Context: an optimization exercise on an open-source flow, tuned for small area. The choices shown serve that exercise and are no tape-out recipe.
Function was checked by simulation only, so behaviour that the tests miss may differ from the original.
Power figures rest on the tool's default switching activity, not on a simulated workload.

==> inputs of run a <==
## speech_synth
module speech_synth (
   input  logic               clk,
   input  logic               reset,
   input  logic               ws,
   input  logic               rs,
   input  speech_pkg::addr_t  addr,
   input  speech_pkg::data_t  dd,
   output speech_pkg::data_t  dq,
   output logic               rdy,
   output speech_pkg::out_t   dac_out,
   output logic               sample_valid
);
==> module host_regs, before the edit <==
module host_regs (
   input  logic                clk,
   input  logic                reset,
   input  logic                ws,
   input  logic                rs,
   input  speech_pkg::addr_t   addr,
   input  speech_pkg::data_t   dd,
   input  logic                tick,
   output speech_pkg::data_t   dq,
   output logic                rdy,
   output speech_pkg::frame_t  shadow,
   output logic                talking,
   output logic                restart,
   output logic                load
);
   speech_pkg::data_t  rd_data;
   speech_pkg::frame_t shadow_n;     
   logic               req_pend;     
   logic               req_start;
   assign restart = tick & req_pend;
   assign shadow  = ~shadow_n;
   assign load    = restart & req_start;
   always_comb begin
      case (addr)
         3'd0:    rd_data = speech_pkg::data_t'(shadow.energy);
         3'd1:    rd_data = speech_pkg::data_t'(shadow.pitch);
         3'd2:    rd_data = shadow.k[0];
         3'd3:    rd_data = shadow.k[1];
         3'd4:    rd_data = shadow.k[2];
         3'd5:    rd_data = shadow.k[3];
         3'd6:    rd_data = '0;
         default: rd_data = speech_pkg::data_t'(talking);
      endcase
   end
   always_ff @(posedge clk) begin
      if (reset) begin
         shadow_n  <= '1;
         rdy       <= 1'b0;
         talking   <= 1'b0;
         req_pend  <= 1'b0;
         req_start <= 1'b0;
      end else begin
         rdy <= ws | rs;
         if (ws) begin
            case (addr)
               3'd0: shadow_n.energy <= ~dd[7:0];
               3'd1: shadow_n.pitch  <= ~dd[7:0];
               3'd2: shadow_n.k[0]   <= ~dd;
               3'd3: shadow_n.k[1]   <= ~dd;
               3'd4: shadow_n.k[2]   <= ~dd;
               3'd5: shadow_n.k[3]   <= ~dd;
               default: ;
            endcase
         end
         if (restart) begin
            talking  <= req_start;
            req_pend <= 1'b0;
         end
         if (ws && addr == speech_pkg::REG_CMD) begin    
            req_pend  <= 1'b1;
            req_start <= dd[0];
         end
      end
   end
   always_ff @(posedge clk)
      dq <= rd_data;
endmodule
==> module excitation_gen, before the edit <==
module excitation_gen (
   input  logic                clk,
   input  logic                reset,
   input  speech_pkg::energy_t energy,
   input  speech_pkg::pitch_t  pitch,
   input  logic                talking,
   input  logic                restart,
   output logic [2:0]          m5,         
   output logic [1:0]          m4,         
   output logic                tick,
   output speech_pkg::sample_t nexc        
);
   speech_pkg::pitch_t             pulse_cnt;
   logic [speech_pkg::LFSR_W-1:0]  lfsr;
   logic [speech_pkg::LFSR_W-1:0]  lfsr_n;     
   logic                           pos, neg;
   assign tick = (m5 == 3'd4) & (m4 == 2'd3);
   assign lfsr = ~lfsr_n;
   assign pos = talking & ((pitch == '0) ? lfsr[0] : (pulse_cnt == '0));
   assign neg = talking & (pitch == '0) & ~lfsr[0];
   always_comb begin
      if (pos)
         nexc = {2'b11, ~energy, 4'b1111};
      else if (neg)
         nexc = {10'({2'b00, energy} - 10'd1), 4'b1111};
      else
         nexc = '1;
   end
   always_ff @(posedge clk) begin
      if (reset) begin
         m5        <= '0;
         m4        <= '0;
         pulse_cnt <= '0;
         lfsr_n    <= ~speech_pkg::LFSR_SEED;
      end else begin
         m5 <= (m5 == 3'd4) ? 3'd0 : m5 + 3'd1;
         m4 <= m4 + 2'd1;
         if (tick) begin
            if (talking)
               lfsr_n <= ~{lfsr[0], lfsr[12:4], lfsr[3] ^ lfsr[12],
                          lfsr[2] ^ lfsr[12], lfsr[1] ^ lfsr[0]};
            if (restart)
               pulse_cnt <= '0;
            else if (talking && pitch != '0)
               pulse_cnt <= (pulse_cnt == '0) ? pitch - 1'b1 : pulse_cnt - 1'b1;
         end
      end
   end
endmodule
export LEC_CHECK = 0
export ABC_AREA = 1
export CAP_MARGIN = 5
export CORE_MARGIN = 2
export CORE_UTILIZATION = 40
export CTS_BUF_LIST = sky130_fd_sc_hd__clkbuf_16
export CTS_CLUSTER_DIAMETER = 80
export CTS_CLUSTER_SIZE = 30
export GPL_TIMING_DRIVEN = 0
export SLEW_MARGIN = 5
create_clock -name core_clock -period 32.0 [get_ports {clk}]
standard.sh (not shown) runs the stock make flow with config.mk's settings and CLKGATE_MAP_FILE= SYNTH_SCRIPT=/design/flow/synth_recipe.tcl, a recipe that flattens the netlist after the stock synthesis.
==> flow/flow/run.sh <==
#!/bin/bash
set -euo pipefail
W=$PWD
rm -rf "$W/scripts_area"
cp -r "$FLOW_HOME/scripts" "$W/scripts_area"
cp "$W/flow/abc_area.script" "$W/scripts_area/abc_area.script"
CTS="-sink_clustering_enable -repair_clock_nets -sink_clustering_size 30 -sink_clustering_max_diameter 80"
CTS="$CTS -buf_list sky130_fd_sc_hd__clkbuf_16 -root_buf sky130_fd_sc_hd__clkbuf_8 -tree_buf sky130_fd_sc_hd__clkbuf_8 -dont_use_dummy_load"
V=("SCRIPTS_DIR=$W/scripts_area" "BUFFER_PORTS_ARGS=-buffer_cell sky130_fd_sc_hd__buf_1" "CTS_ARGS=$CTS")
for step in synth floorplan place cts route finish; do
  bash standard.sh "${V[@]}" "$step" > "$W/flow_$step.log" 2>&1
done
test -f "$W/out/final.def"
==> flow/flow/abc_area.script <==
strash
dch
amap
topo
stime -c
==> run b: changes against run a <==
--- a/flow/design.v
+++ b/flow/design.v
@@ -47,9 +47,7 @@
 );
    speech_pkg::data_t  rd_data;
-   speech_pkg::frame_t shadow_n;     
    logic               req_pend;     
    logic               req_start;
    assign restart = tick & req_pend;
-   assign shadow  = ~shadow_n;
    assign load    = restart & req_start;
    always_comb begin
@@ -67,5 +65,5 @@
    always_ff @(posedge clk) begin
       if (reset) begin
-         shadow_n  <= '1;
+         shadow    <= '0;
          rdy       <= 1'b0;
          talking   <= 1'b0;
@@ -76,10 +74,10 @@
          if (ws) begin
             case (addr)
-               3'd0: shadow_n.energy <= ~dd[7:0];
-               3'd1: shadow_n.pitch  <= ~dd[7:0];
-               3'd2: shadow_n.k[0]   <= ~dd;
-               3'd3: shadow_n.k[1]   <= ~dd;
-               3'd4: shadow_n.k[2]   <= ~dd;
-               3'd5: shadow_n.k[3]   <= ~dd;
+               3'd0: shadow.energy <= dd[7:0];
+               3'd1: shadow.pitch  <= dd[7:0];
+               3'd2: shadow.k[0]   <= dd;
+               3'd3: shadow.k[1]   <= dd;
+               3'd4: shadow.k[2]   <= dd;
+               3'd5: shadow.k[3]   <= dd;
                default: ;
             endcase
@@ -113,8 +111,6 @@
    speech_pkg::pitch_t             pulse_cnt;
    logic [speech_pkg::LFSR_W-1:0]  lfsr;
-   logic [speech_pkg::LFSR_W-1:0]  lfsr_n;     
    logic                           pos, neg;
    assign tick = (m5 == 3'd4) & (m4 == 2'd3);
-   assign lfsr = ~lfsr_n;
    assign pos = talking & ((pitch == '0) ? lfsr[0] : (pulse_cnt == '0));
    assign neg = talking & (pitch == '0) & ~lfsr[0];
@@ -132,5 +128,5 @@
          m4        <= '0;
          pulse_cnt <= '0;
-         lfsr_n    <= ~speech_pkg::LFSR_SEED;
+         lfsr      <= speech_pkg::LFSR_SEED;
       end else begin
          m5 <= (m5 == 3'd4) ? 3'd0 : m5 + 3'd1;
@@ -138,6 +134,6 @@
          if (tick) begin
             if (talking)
-               lfsr_n <= ~{lfsr[0], lfsr[12:4], lfsr[3] ^ lfsr[12],
-                          lfsr[2] ^ lfsr[12], lfsr[1] ^ lfsr[0]};
+               lfsr <= {lfsr[0], lfsr[12:4], lfsr[3] ^ lfsr[12],
+                        lfsr[2] ^ lfsr[12], lfsr[1] ^ lfsr[0]};
             if (restart)
                pulse_cnt <= '0;
==> flow/run.sh (new file) <==
#!/bin/bash
# synth_recipe.tcl (not shown) runs the flow's synth.tcl, then flattens the netlist and writes it again
# the make line also repeats each setting of config.mk as NAME=value (left out here)
make -C /OpenROAD-flow-scripts/flow DESIGN_CONFIG=/design/flow/config.mk WORK_HOME=/design/flow/orfs CLKGATE_MAP_FILE= SYNTH_SCRIPT=/design/flow/synth_recipe.tcl finish
==> flow/config.mk (replaced) <==
export PLATFORM = sky130hd
export DESIGN_NAME = speech_synth
export DESIGN_NICKNAME = speech_synth
export VERILOG_FILES = /design/flow/design.v
export SDC_FILE = /design/flow/constraint.sdc
export NUM_CORES = 4
export LEC_CHECK = 0
export ABC_AREA = 1
export CAP_MARGIN = 20
export CORE_MARGIN = 2
export CORE_UTILIZATION = 60
export CTS_BUF_LIST = sky130_fd_sc_hd__clkbuf_8
export PLACE_DENSITY = 0.7
export SLEW_MARGIN = 20
removed: flow/flow/run.sh
removed: flow/flow/abc_area.script
removed: flow/standard.sh
==> run c: changes against run a <==
--- a/flow/design.v
+++ b/flow/design.v
@@ -47,9 +47,7 @@
 );
    speech_pkg::data_t  rd_data;
-   speech_pkg::frame_t shadow_n;     
    logic               req_pend;     
    logic               req_start;
    assign restart = tick & req_pend;
-   assign shadow  = ~shadow_n;
    assign load    = restart & req_start;
    always_comb begin
@@ -67,5 +65,5 @@
    always_ff @(posedge clk) begin
       if (reset) begin
-         shadow_n  <= '1;
+         shadow    <= '0;
          rdy       <= 1'b0;
          talking   <= 1'b0;
@@ -76,10 +74,10 @@
          if (ws) begin
             case (addr)
-               3'd0: shadow_n.energy <= ~dd[7:0];
-               3'd1: shadow_n.pitch  <= ~dd[7:0];
-               3'd2: shadow_n.k[0]   <= ~dd;
-               3'd3: shadow_n.k[1]   <= ~dd;
-               3'd4: shadow_n.k[2]   <= ~dd;
-               3'd5: shadow_n.k[3]   <= ~dd;
+               3'd0: shadow.energy <= dd[7:0];
+               3'd1: shadow.pitch  <= dd[7:0];
+               3'd2: shadow.k[0]   <= dd;
+               3'd3: shadow.k[1]   <= dd;
+               3'd4: shadow.k[2]   <= dd;
+               3'd5: shadow.k[3]   <= dd;
                default: ;
             endcase
@@ -113,8 +111,6 @@
    speech_pkg::pitch_t             pulse_cnt;
    logic [speech_pkg::LFSR_W-1:0]  lfsr;
-   logic [speech_pkg::LFSR_W-1:0]  lfsr_n;     
    logic                           pos, neg;
    assign tick = (m5 == 3'd4) & (m4 == 2'd3);
-   assign lfsr = ~lfsr_n;
    assign pos = talking & ((pitch == '0) ? lfsr[0] : (pulse_cnt == '0));
    assign neg = talking & (pitch == '0) & ~lfsr[0];
@@ -132,5 +128,5 @@
          m4        <= '0;
          pulse_cnt <= '0;
-         lfsr_n    <= ~speech_pkg::LFSR_SEED;
+         lfsr      <= speech_pkg::LFSR_SEED;
       end else begin
          m5 <= (m5 == 3'd4) ? 3'd0 : m5 + 3'd1;
@@ -138,6 +134,6 @@
          if (tick) begin
             if (talking)
-               lfsr_n <= ~{lfsr[0], lfsr[12:4], lfsr[3] ^ lfsr[12],
-                          lfsr[2] ^ lfsr[12], lfsr[1] ^ lfsr[0]};
+               lfsr <= {lfsr[0], lfsr[12:4], lfsr[3] ^ lfsr[12],
+                        lfsr[2] ^ lfsr[12], lfsr[1] ^ lfsr[0]};
             if (restart)
                pulse_cnt <= '0;
==> flow/run.sh (new file) <==
#!/bin/bash
# synth_recipe.tcl (not shown) runs the flow's synth.tcl, then flattens the netlist and writes it again
# the make line also repeats each setting of config.mk as NAME=value (left out here)
make -C /OpenROAD-flow-scripts/flow DESIGN_CONFIG=/design/flow/config.mk WORK_HOME=/design/flow/orfs CLKGATE_MAP_FILE= SYNTH_SCRIPT=/design/flow/synth_recipe.tcl finish
==> flow/config.mk (replaced) <==
export PLATFORM = sky130hd
export DESIGN_NAME = speech_synth
export DESIGN_NICKNAME = speech_synth
export VERILOG_FILES = /design/flow/design.v
export SDC_FILE = /design/flow/constraint.sdc
export NUM_CORES = 4
export LEC_CHECK = 0
export ABC_AREA = 1
export CAP_MARGIN = 20
export CORE_MARGIN = 2
export CORE_UTILIZATION = 40
export SLEW_MARGIN = 20
removed: flow/flow/run.sh
removed: flow/flow/abc_area.script
removed: flow/standard.sh
==> notes <==
- Register-to-register slack: run c is better than run a (2.0 ns).
- In flip-flop and latch count, run b and run c do not differ.
- The highest sequential share of layout area belongs to run a, the lowest to run c.
- The lowest total power belongs to run a, the highest to run c.
- The highest via count belongs to run b, the lowest to run a.
- The lowest routed wire length belongs to run a, the highest to run b.
- Die area, highest first: run c, run a, run b.
==> figures <==
item                                                                          run b                     run c                     run a
Run status                                                  complete, no violations   complete, no violations   complete, no violations
Pin count of the biggest net entering global routing                             66                        67                        57
Worst Reg-to-Reg Cells                                                           39                        39                        33
Total sequential power                                                     0.367 mW                  0.366 mW                  0.375 mW
Slack of the worst reg-to-reg path                                         20.55 ns                  20.29 ns                  18.32 ns
Multi-input logic cell count                                                    891                       891                       791
Sequential cell area fraction in the yosys report                             0.412                     0.412                     0.449
Area of the die                                                         20500 sq um               30400 sq um               28000 sq um
Critical path arrival                                                      11.69 ns                  11.92 ns                  14.05 ns
Starting DRT DRC Count                                                          693                       618                       778
NonClk Buf Share                                                             0.0348                    0.0336                    0.0236
Clock buf/inv share                                                          0.0590                    0.0623                    0.0250
First-pass GRT wire length                                            46700 microns             47300 microns             43200 microns
Most used standard cell by instance count after synthesis  sky130_fd_sc_hd__nand2_1  sky130_fd_sc_hd__nand2_1  sky130_fd_sc_hd__dfxtp_1
Cells after DPL                                                                1608                      1731                      1560
Synth cell types                                                                 46                        46                        40


==> exp/maple: inputs <==
RTL: one of the versions met above, not the one the previous note started from.
==> module host_regs, before the edit <==
module host_regs (
   input  logic                clk,
   input  logic                reset,
   input  logic                ws,
   input  logic                rs,
   input  speech_pkg::addr_t   addr,
   input  speech_pkg::data_t   dd,
   input  logic                tick,
   output speech_pkg::data_t   dq,
   output logic                rdy,
   output speech_pkg::frame_t  shadow,
   output logic                talking,
   output logic                restart,
   output logic                load
);
   speech_pkg::data_t  rd_data;
   logic               req_pend;     
   logic               req_start;
   assign restart = tick & req_pend;
   assign load    = restart & req_start;
   always_comb begin
      case (addr)
         3'd0:    rd_data = speech_pkg::data_t'(shadow.energy);
         3'd1:    rd_data = speech_pkg::data_t'(shadow.pitch);
         3'd2:    rd_data = shadow.k[0];
         3'd3:    rd_data = shadow.k[1];
         3'd4:    rd_data = shadow.k[2];
         3'd5:    rd_data = shadow.k[3];
         3'd6:    rd_data = '0;
         default: rd_data = speech_pkg::data_t'(talking);
      endcase
   end
   always_ff @(posedge clk) begin
      if (reset) begin
         shadow    <= '0;
         rdy       <= 1'b0;
         talking   <= 1'b0;
         req_pend  <= 1'b0;
         req_start <= 1'b0;
      end else begin
         rdy <= ws | rs;
         if (ws) begin
            case (addr)
               3'd0: shadow.energy <= dd[7:0];
               3'd1: shadow.pitch  <= dd[7:0];
               3'd2: shadow.k[0]   <= dd;
               3'd3: shadow.k[1]   <= dd;
               3'd4: shadow.k[2]   <= dd;
               3'd5: shadow.k[3]   <= dd;
               default: ;
            endcase
         end
         if (restart) begin
            talking  <= req_start;
            req_pend <= 1'b0;
         end
         if (ws && addr == speech_pkg::REG_CMD) begin    
            req_pend  <= 1'b1;
            req_start <= dd[0];
         end
      end
   end
   always_ff @(posedge clk)
      dq <= rd_data;
endmodule
==> module excitation_gen, before the edit <==
module excitation_gen (
   input  logic                clk,
   input  logic                reset,
   input  speech_pkg::energy_t energy,
   input  speech_pkg::pitch_t  pitch,
   input  logic                talking,
   input  logic                restart,
   output logic [2:0]          m5,         
   output logic [1:0]          m4,         
   output logic                tick,
   output speech_pkg::sample_t nexc        
);
   speech_pkg::pitch_t             pulse_cnt;
   logic [speech_pkg::LFSR_W-1:0]  lfsr;
   logic                           pos, neg;
   assign tick = (m5 == 3'd4) & (m4 == 2'd3);
   assign pos = talking & ((pitch == '0) ? lfsr[0] : (pulse_cnt == '0));
   assign neg = talking & (pitch == '0) & ~lfsr[0];
   always_comb begin
      if (pos)
         nexc = {2'b11, ~energy, 4'b1111};
      else if (neg)
         nexc = {10'({2'b00, energy} - 10'd1), 4'b1111};
      else
         nexc = '1;
   end
   always_ff @(posedge clk) begin
      if (reset) begin
         m5        <= '0;
         m4        <= '0;
         pulse_cnt <= '0;
         lfsr      <= speech_pkg::LFSR_SEED;
      end else begin
         m5 <= (m5 == 3'd4) ? 3'd0 : m5 + 3'd1;
         m4 <= m4 + 2'd1;
         if (tick) begin
            if (talking)
               lfsr <= {lfsr[0], lfsr[12:4], lfsr[3] ^ lfsr[12],
                        lfsr[2] ^ lfsr[12], lfsr[1] ^ lfsr[0]};
            if (restart)
               pulse_cnt <= '0;
            else if (talking && pitch != '0)
               pulse_cnt <= (pulse_cnt == '0) ? pitch - 1'b1 : pulse_cnt - 1'b1;
         end
      end
   end
endmodule
==> module speech_synth, before the edit <==
module speech_synth (
   input  logic               clk,
   input  logic               reset,
   input  logic               ws,
   input  logic               rs,
   input  speech_pkg::addr_t  addr,
   input  speech_pkg::data_t  dd,
   output speech_pkg::data_t  dq,
   output logic               rdy,
   output speech_pkg::out_t   dac_out,
   output logic               sample_valid
);
   speech_pkg::frame_t  shadow;
   speech_pkg::energy_t energy;    
   speech_pkg::pitch_t  pitch;
   logic                talking;
   logic                restart;
   logic                load;
   logic                tick;
   logic [2:0]          m5;
   logic [1:0]          m4;
   speech_pkg::sample_t nexc;
   speech_pkg::sample_t g3;
   host_regs u_host_regs (
      .clk     (clk),
      .reset   (reset),
      .ws      (ws),
      .rs      (rs),
      .addr    (addr),
      .dd      (dd),
      .tick    (tick),
      .dq      (dq),
      .rdy     (rdy),
      .shadow  (shadow),
      .talking (talking),
      .restart (restart),
      .load    (load)
   );
   always_ff @(posedge clk)
      if (load) begin
         energy <= shadow.energy;
         pitch  <= shadow.pitch;
      end
   excitation_gen u_excitation_gen (
      .clk     (clk),
      .reset   (reset),
      .energy  (energy),
      .pitch   (pitch),
      .talking (talking),
      .restart (restart),
      .m5      (m5),
      .m4      (m4),
      .tick    (tick),
      .nexc    (nexc)
   );
   lattice_stage u_lattice (
      .clk     (clk),
      .reset   (reset),
      .f_step  (m5 == 3'd0),
      .b_step  (m5 == 3'd4),
      .first   ((m5 == 3'd0) & (m4 == 2'd0)),
      .last    (tick),
      .restart (restart),
      .load    (load),
      .k_new   (shadow.k),
      .nexc    (nexc),
      .g_out   (g3)
   );
   assign dac_out = ~g3[13:4];
   sample_out u_sample_out (
      .clk          (clk),
      .reset        (reset),
      .talking      (talking),
      .tick         (tick),
      .sample_valid (sample_valid)
   );
endmodule
Settings: LEC_CHECK=0, ABC_AREA=1, CAP_MARGIN=20, CORE_MARGIN=2, CORE_UTILIZATION=40, CTS_BUF_LIST=sky130_fd_sc_hd__clkbuf_16, CTS_CLUSTER_DIAMETER=80, CTS_CLUSTER_SIZE=30, SLEW_MARGIN=20; clock period 32.0 ns.
==> flow/flow/run.sh <==
#!/bin/bash
set -euo pipefail
W=$PWD
rm -rf "$W/scripts_area"
cp -r "$FLOW_HOME/scripts" "$W/scripts_area"
cp "$W/flow/abc_area.script" "$W/scripts_area/abc_area.script"
V=("SCRIPTS_DIR=$W/scripts_area" "BUFFER_PORTS_ARGS=-buffer_cell sky130_fd_sc_hd__buf_1")
for step in synth floorplan place cts route finish; do
  bash standard.sh "${V[@]}" "$step" > "$W/flow_$step.log" 2>&1
done
test -f "$W/out/final.def"
==> flow/flow/abc_area.script <==
strash
dch
amap
topo
stime -c
==> exp/juniper (differences from exp/maple) <==
--- a/flow/design.v
+++ b/flow/design.v
@@ -48,2 +48,3 @@
    speech_pkg::data_t  rd_data;
+   speech_pkg::frame_t shadow_n;     
    logic               req_pend;     
@@ -51,2 +52,3 @@
    assign restart = tick & req_pend;
+   assign shadow  = ~shadow_n;
    assign load    = restart & req_start;
@@ -66,3 +68,3 @@
       if (reset) begin
-         shadow    <= '0;
+         shadow_n  <= '1;
          rdy       <= 1'b0;
@@ -75,8 +77,8 @@
             case (addr)
-               3'd0: shadow.energy <= dd[7:0];
-               3'd1: shadow.pitch  <= dd[7:0];
-               3'd2: shadow.k[0]   <= dd;
-               3'd3: shadow.k[1]   <= dd;
-               3'd4: shadow.k[2]   <= dd;
-               3'd5: shadow.k[3]   <= dd;
+               3'd0: shadow_n.energy <= ~dd[7:0];
+               3'd1: shadow_n.pitch  <= ~dd[7:0];
+               3'd2: shadow_n.k[0]   <= ~dd;
+               3'd3: shadow_n.k[1]   <= ~dd;
+               3'd4: shadow_n.k[2]   <= ~dd;
+               3'd5: shadow_n.k[3]   <= ~dd;
                default: ;
@@ -112,4 +114,6 @@
    logic [speech_pkg::LFSR_W-1:0]  lfsr;
+   logic [speech_pkg::LFSR_W-1:0]  lfsr_n;     
    logic                           pos, neg;
    assign tick = (m5 == 3'd4) & (m4 == 2'd3);
+   assign lfsr = ~lfsr_n;
    assign pos = talking & ((pitch == '0) ? lfsr[0] : (pulse_cnt == '0));
@@ -129,3 +133,3 @@
          pulse_cnt <= '0;
-         lfsr      <= speech_pkg::LFSR_SEED;
+         lfsr_n    <= ~speech_pkg::LFSR_SEED;
       end else begin
@@ -135,4 +139,4 @@
             if (talking)
-               lfsr <= {lfsr[0], lfsr[12:4], lfsr[3] ^ lfsr[12],
-                        lfsr[2] ^ lfsr[12], lfsr[1] ^ lfsr[0]};
+               lfsr_n <= ~{lfsr[0], lfsr[12:4], lfsr[3] ^ lfsr[12],
+                          lfsr[2] ^ lfsr[12], lfsr[1] ^ lfsr[0]};
             if (restart)
@@ -514,2 +518,3 @@
    speech_pkg::energy_t energy;    
+   speech_pkg::energy_t energy_n;  
    speech_pkg::pitch_t  pitch;
@@ -540,5 +545,6 @@
       if (load) begin
-         energy <= shadow.energy;
+         energy_n <= ~shadow.energy;
          pitch  <= shadow.pitch;
       end
+   assign energy = ~energy_n;
    excitation_gen u_excitation_gen (
==> flow/flow/run.sh (replaced) <==
#!/bin/bash
# Own layout flow: the standard ORFS flow (standard.sh) with these changes:
#  - the port buffers are sky130_fd_sc_hd__buf_1;
#  - clock tree synthesis inserts no dummy loads, and uses clkbuf_4 for the root and
#    inner tree buffers and clkbuf_16 at the leaves.
# Every other script, setting and step is the standard one. Each step's output goes to
# its own log in this folder; ORFS's own per-stage logs are under orfs/logs/.
set -euo pipefail
W=$PWD
rm -rf "$W/scripts_area"
cp -r "$FLOW_HOME/scripts" "$W/scripts_area"
cp "$W/flow/abc_area.script" "$W/scripts_area/abc_area.script"
CTS="-sink_clustering_enable -repair_clock_nets -sink_clustering_size 30 -sink_clustering_max_diameter 150"
CTS="$CTS -buf_list sky130_fd_sc_hd__clkbuf_16 -root_buf sky130_fd_sc_hd__clkbuf_4 -tree_buf sky130_fd_sc_hd__clkbuf_4 -dont_use_dummy_load"
V=("SCRIPTS_DIR=$W/scripts_area" "BUFFER_PORTS_ARGS=-buffer_cell sky130_fd_sc_hd__buf_1" "CTS_ARGS=$CTS")
for step in synth floorplan place cts route finish; do
  bash standard.sh "${V[@]}" "$step" > "$W/flow_$step.log" 2>&1
done
test -f "$W/out/final.def"
==> flow/flow/abc_area.script (replaced) <==
strash
dch
amap -m
topo
stime -c
CORE_UTILIZATION = 55   (was 40)
CTS_BUF_LIST = default   (was sky130_fd_sc_hd__clkbuf_16)
CTS_CLUSTER_DIAMETER = default   (was 80)
CTS_CLUSTER_SIZE = default   (was 30)
GPL_TIMING_DRIVEN = 0   (was default)
==> comparison table <==
Worst hold slack after final layout: exp/maple 0.311 ns; exp/juniper 0.333 ns
Wire length of the first global-routing pass: exp/maple 45400 µm; exp/juniper 42300 µm
Share of power burned in registers: exp/maple 49.1%; exp/juniper 52.4%
Tap Count: exp/maple 341; exp/juniper 234
Worst Max-Slew Pin Slew: exp/maple 1.04 ns; exp/juniper 1.11 ns
Vias in the first global route: exp/maple 8398; exp/juniper 8005
Fraction of area in non-clock buffers: exp/maple 2.99%; exp/juniper 2.04%
Required arrival time at the worst endpoint: exp/maple 32.37 ns; exp/juniper 32.49 ns
Area of the core: exp/maple 26700 µm²; exp/juniper 18800 µm²
Sequential element share of the synthesized area: exp/maple 44.3%; exp/juniper 45.2%
Post-synth net total: exp/maple 1322; exp/juniper 1266
Setup WS pre-CTS: exp/maple 19.86 ns; exp/juniper 18.69 ns
Outcome: exp/maple timing/DRC/antenna clean; exp/juniper timing/DRC/antenna clean
Simple-Gate Fraction of Synth Area: exp/maple 9.02%; exp/juniper 9.77%
Initial DRC count: exp/maple 704; exp/juniper 616
Largest net degree at the start of global routing: exp/maple 73; exp/juniper 47
Bufs and invs on worst path: exp/maple 9; exp/juniper 5

separate check: timing with driven ports:
No port has a modelled driver above. Below, the same layouts with a new extraction and two added sets of constraints. Step 1 (the two cells are an assumption about what drives the block):
set clk [get_ports {clk}]
set_driving_cell -lib_cell sky130_fd_sc_hd__clkbuf_16 $clk
set_driving_cell -lib_cell sky130_fd_sc_hd__buf_2 [delete_from_list [all_inputs] $clk]
Step 2, shift: input delay + t, output delay - t, t = (earliest + latest rising clock arrival at the registers) / 2. This alone moves slack from input paths to output paths. Three values: ideal ports, drivers, drivers and shift; two values: the first two.
| run | shift t [ns] | setup slack, ns | worst slew at a driven data input, ns |
|---|---|---|---|
| run a | 0.554 | 18.324 / 18.324 / 18.324 | 0.04 |
| run b | 0.589 | 20.551 / 20.551 / 20.551 | 0.04 |
| run c | 0.566 | 20.290 / 20.290 / 20.290 | 0.04 |
| exp/maple | 0.533 | 19.855 / 19.855 / 19.855 | 0.03 |
| exp/juniper | 0.633 | 18.633 / 18.633 / 18.633 | 0.03 |
After both steps setup and hold are still met in every run listed.
